Context: an optimization exercise on an open-source flow, tuned for small area, a short achievable clock period and few clock cycles. The choices shown serve that exercise and are no tape-out recipe.
Power figures rest on the tool's default switching activity, not on a simulated workload.

## approx_mac_top
module approx_mac_top (
    input  wire                         clk,
    input  wire                         arst_n,
    input  wire [33:0]                  cmd,     
    input  wire                         cmd_valid,
    output logic                        cmd_ready,
    output logic [151:0]                result,  
    output logic                        result_valid,
    input  wire                         result_ready
);
    mac_op_pkg::mac_cmd_t         cmd_s;
    mac_data_pkg::mac_result_t    result_s;
    assign cmd_s  = cmd;
    assign result = result_s;
    logic       a_v;
    logic [1:0] a_op;
    logic       go;
    logic       a_v_nxt;
    logic       rv_nxt;
    logic       b_clr;
    logic       b_apx;
    logic       b_exa;
    assign go      = !result_valid || result_ready;
    assign a_v_nxt = (a_v && !go) || (cmd_valid && cmd_ready);
    assign rv_nxt  = (result_valid && !result_ready) || (a_v && go && a_op == mac_op_pkg::OP_READ);
    always_ff @(posedge clk or negedge arst_n) begin
        if (!arst_n) begin
            a_v          <= 1'b0;
            cmd_ready    <= 1'b1;
            result_valid <= 1'b0;
            b_clr        <= 1'b0;
            b_apx        <= 1'b0;
            b_exa        <= 1'b0;
        end else begin
            a_v          <= a_v_nxt;
            result_valid <= rv_nxt;
            cmd_ready    <= !(a_v_nxt && rv_nxt);
            b_clr        <= a_v && go && a_op == mac_op_pkg::OP_CLEAR;
  ...
Size in the first run: about 270 flip-flops, about 190 I/O pins, ~22000 sq um of cells after synthesis.
make LEC_CHECK=0 CAP_MARGIN=20 CORE_MARGIN=2 CORE_UTILIZATION=40 SETUP_SLACK_MARGIN=5 SLEW_MARGIN=20 SYNTH_HIERARCHICAL=1 finish   # period 9.0 ns
run.sh (not shown) runs the stock make flow with config.mk's settings and CLKGATE_MAP_FILE= SYNTH_SCRIPT=/design/flow/synth_recipe.tcl, a recipe that flattens the netlist after the stock synthesis.
The first run completed without violations.
Then changed:
--- a/flow/design.v
+++ b/flow/design.v
@@ -1779,45 +1779,53 @@
     assign at_w77 = ~acc[39];
     assign at_w78 = acc[39];
     assign acc_s = {at_w76, at_w74, at_w72, at_w70, at_w68, at_w66, at_w64, at_w62, at_w60, at_w58, at_w56, at_w54, at_w52, at_w50, at_w48, at_w46, at_w44, at_w42, at_w40, at_w38, at_w36, at_w34, at_w32, at_w30, at_w28, at_w26, at_w24, at_w22, at_w20, at_w18, at_w16, at_w14, at_w12, at_w10, at_w8, at_w6, at_w4, at_w2, at_w1, acc[0]};
     assign acc_c = {at_w77, at_w75, at_w73, at_w71, at_w69, at_w67, at_w65, at_w63, at_w61, at_w59, at_w57, at_w55, at_w53, at_w51, at_w49, at_w47, at_w45, at_w43, at_w41, at_w39, at_w37, at_w35, at_w33, at_w31, at_w29, at_w27, at_w25, at_w23, at_w21, at_w19, at_w17, at_w15, at_w13, at_w11, at_w9, at_w7, at_w5, at_w3, pr_q[2], pr_q[0]};
     assign ehi = {1'b1, er_q[10], er_q[8], er_q[6], er_q[4], er_q[2], er_q[0], 1'b1} + {1'b0, 1'b0, er_q[9], er_q[7], er_q[5], er_q[3], er_q[1], elo_q[14]};
     assign d = {ehi[7:1], elo_q[13:0]};
     logic [48-1:0]  err_sum;
     logic [19:0]            max_q;
     logic [32-1:0] approx_cnt;
     logic                   neg;
     logic [19:0]            d_inv;    
     logic [19:0]            abs_err;  
-    logic [48:0]            sum_nxt;
+    logic [22:0]            sum_lo;   
+    logic [26:0]            sum_hi1;  
     logic [21:0]            cmp;      
     assign neg     = d[20];
     assign d_inv   = d[19:0] ^ {20{neg}};
     assign abs_err = d_inv + {19'b0, neg};
-    assign sum_nxt = {err_sum, 1'b1} + {28'b0, d_inv, neg};
+    assign sum_lo  = {1'b0, err_sum[20:0], 1'b1} + {2'b0, d_inv, neg};
+    assign sum_hi1 = err_sum[47:21] + 1'b1;
+    logic [20:0] acc_lo;
+    logic [19:0] acc_hi0;
+    logic [19:0] acc_hi1;
+    assign acc_lo  = {1'b0, acc_s[19:0]} + {1'b0, acc_c[19:0]};
+    assign acc_hi0 = acc_s[39:20] + acc_c[39:20];
+    assign acc_hi1 = acc_s[39:20] + acc_c[39:20] + 20'd1;
     assign cmp     = {1'b0, d_inv, 1'b1} + {1'b0, ~max_q, neg};
     always_ff @(posedge clk or negedge arst_n) begin
         if (!arst_n) begin
             acc        <= '0;
             err_sum    <= '0;
             max_q      <= '0;
             approx_cnt <= '0;
         end else if (b_clr) begin
             acc        <= '0;
             err_sum    <= '0;
             max_q      <= '0;
             approx_cnt <= '0;
         end else begin
-            if (b_apx || b_exa) acc <= acc_s + acc_c;  
+            if (b_apx || b_exa) acc <= {acc_lo[20] ? acc_hi1 : acc_hi0, acc_lo[19:0]};  
             if (b_apx) begin
-                err_sum    <= sum_nxt[48:1];
+                err_sum    <= {sum_lo[22] ? sum_hi1 : err_sum[47:21], sum_lo[21:1]};
                 approx_cnt <= approx_cnt + 1'b1;
                 if (cmp[21]) max_q <= abs_err;
             end
         end
     end
     assign result_s.acc        = acc;
     assign result_s.err_sum    = err_sum;
     assign result_s.err_max    = {12'b0, max_q};
     assign result_s.approx_cnt = approx_cnt;
 endmodule
 `default_nettype wire
Outcome:
- The changed run finished clean
- setup slack got worse by 0.20 ns
- via count rises by 3.7%
- global-route usage falls by 0.32 points
- cell count rises by about 3%
- clock skew stays flat
- non-clock buffer count rises by 43
- sequential power hardly moves
- fmax came out lower by 4.8%
- core utilization grows by 0.62 points
- power goes up by about 2.3%
- routed wire length grows by 1.8%
- design area goes up by about 3%
- sequential cell count does not change
- area after synthesis rose by about 1%
No functional check of the RTL was part of any run of this note.

* * *

== rev 12 ==
approx_mac_top, a different RTL version from the one above (not shown whole).
Size: ~2,200 cells after synthesis, about 270 flip-flops, roughly 22,000 um^2 of cells after synthesis.
## approx_mac_top
module approx_mac_top (
    input  wire                         clk,
    input  wire                         arst_n,
    input  wire [33:0]                  cmd,     
    input  wire                         cmd_valid,
    output logic                        cmd_ready,
    output logic [151:0]                result,  
    output logic                        result_valid,
    input  wire                         result_ready
);
make LEC_CHECK=0 CAP_MARGIN=20 CORE_MARGIN=2 CORE_UTILIZATION=40 SETUP_SLACK_MARGIN=5 SLEW_MARGIN=20 SYNTH_HIERARCHICAL=1 finish   # period 9.0 ns
No stage failed in rev 12, and the final checks on the layout all came back clean.
Input changes introduced in rev 13 (baseline for comparison: rev 12):
--- a/flow/design.v
+++ b/flow/design.v
@@ -1423,40 +1423,38 @@
     assign ehi = {1'b1, er_q[10], er_q[8], er_q[6], er_q[4], er_q[2], er_q[0], 1'b1} + {1'b0, 1'b0, er_q[9], er_q[7], er_q[5], er_q[3], er_q[1], elo_q[14]};
     assign d = {ehi[7:1], elo_q[13:0]};
     logic [48-1:0]  err_sum;
     logic [19:0]            max_q;
     logic [32-1:0] approx_cnt;
     logic                   neg;
     logic [19:0]            d_inv;    
     logic [19:0]            abs_err;  
-    logic [22:0]            sum_lo;   
-    logic [26:0]            sum_hi1;  
+    logic [48:0]            sum_nxt;
     logic [21:0]            cmp;      
     assign neg     = d[20];
     assign d_inv   = d[19:0] ^ {20{neg}};
     assign abs_err = d_inv + {19'b0, neg};
-    assign sum_lo  = {1'b0, err_sum[20:0], 1'b1} + {2'b0, d_inv, neg};
-    assign sum_hi1 = err_sum[47:21] + 1'b1;
+    assign sum_nxt = {err_sum, 1'b1} + {28'b0, d_inv, neg};
     assign cmp     = {1'b0, d_inv, 1'b1} + {1'b0, ~max_q, neg};
     always_ff @(posedge clk or negedge arst_n) begin
         if (!arst_n) begin
             acc        <= '0;
             err_sum    <= '0;
             max_q      <= '0;
             approx_cnt <= '0;
         end else if (b_clr) begin
             acc        <= '0;
             err_sum    <= '0;
             max_q      <= '0;
             approx_cnt <= '0;
         end else begin
             if (b_apx || b_exa) acc <= acc_s + acc_c;  
             if (b_apx) begin
-                err_sum    <= {sum_lo[22] ? sum_hi1 : err_sum[47:21], sum_lo[21:1]};
+                err_sum    <= sum_nxt[48:1];
                 approx_cnt <= approx_cnt + 1'b1;
                 if (cmp[21]) max_q <= abs_err;
             end
         end
     end
     assign result_s.acc        = acc;
     assign result_s.err_sum    = err_sum;
     assign result_s.err_max    = {12'b0, max_q};
### Flow results
On clock-net power, rev 12 tracks rev 13 almost exactly.
Count of clock-buffer cells in the layout delta for rev 13 relative to rev 12: 1 lower
Delta (rev 13 minus rev 12): global-route usage went down by 2.0 points, total vias in the final route went down by 335.
Cmp rev 12 and rev 13 / non-clock buffer count / lower: rev 12
When the final numbers for rev 12 and rev 13 were put side by side, the proportion of power drawn by combinational gates turned out to be greater in rev 13.
~same final non-filler cell total in rev 12 and rev 13
Any difference in post-synthesis instance area between rev 12 and rev 13 is small enough to ignore.
No functional check of the RTL was part of any run of this note.

re-timing with driven ports:
The flow's constraints put no driver on any port. The routed layouts listed below were extracted and timed again, unchanged, in two steps.
Step 1, drivers: a clkbuf_16 drives clk and a buf_2 each remaining input, both assumed.
Step 2 also shifts input and output timing later by t, the mid clock arrival at the registers, as if the neighbouring blocks saw the same clock.
a / b / c = no drivers / after step 1 / after step 2; a / b = the first two.
run | t (ns) | setup WS [ns] | worst setup path at the end | worst register clock-pin slew, ns | worst slew at a driven data input, ns
the first run of note 1 | 0.600 | 4.998 / 4.998 / 4.998 | register to register | 0.06 / 0.06 | 0.11
the second run of note 1 | 0.591 | 4.797 / 4.797 / 4.797 | register to register | 0.06 / 0.06 | 0.09
rev 12 | 0.608 | 4.943 / 4.943 / 4.943 | register to register | 0.06 / 0.06 | 0.04
rev 13 | 0.603 | 5.000 / 5.000 / 5.000 | register to register | 0.06 / 0.06 | 0.07
After both steps every run listed still meets setup and hold.
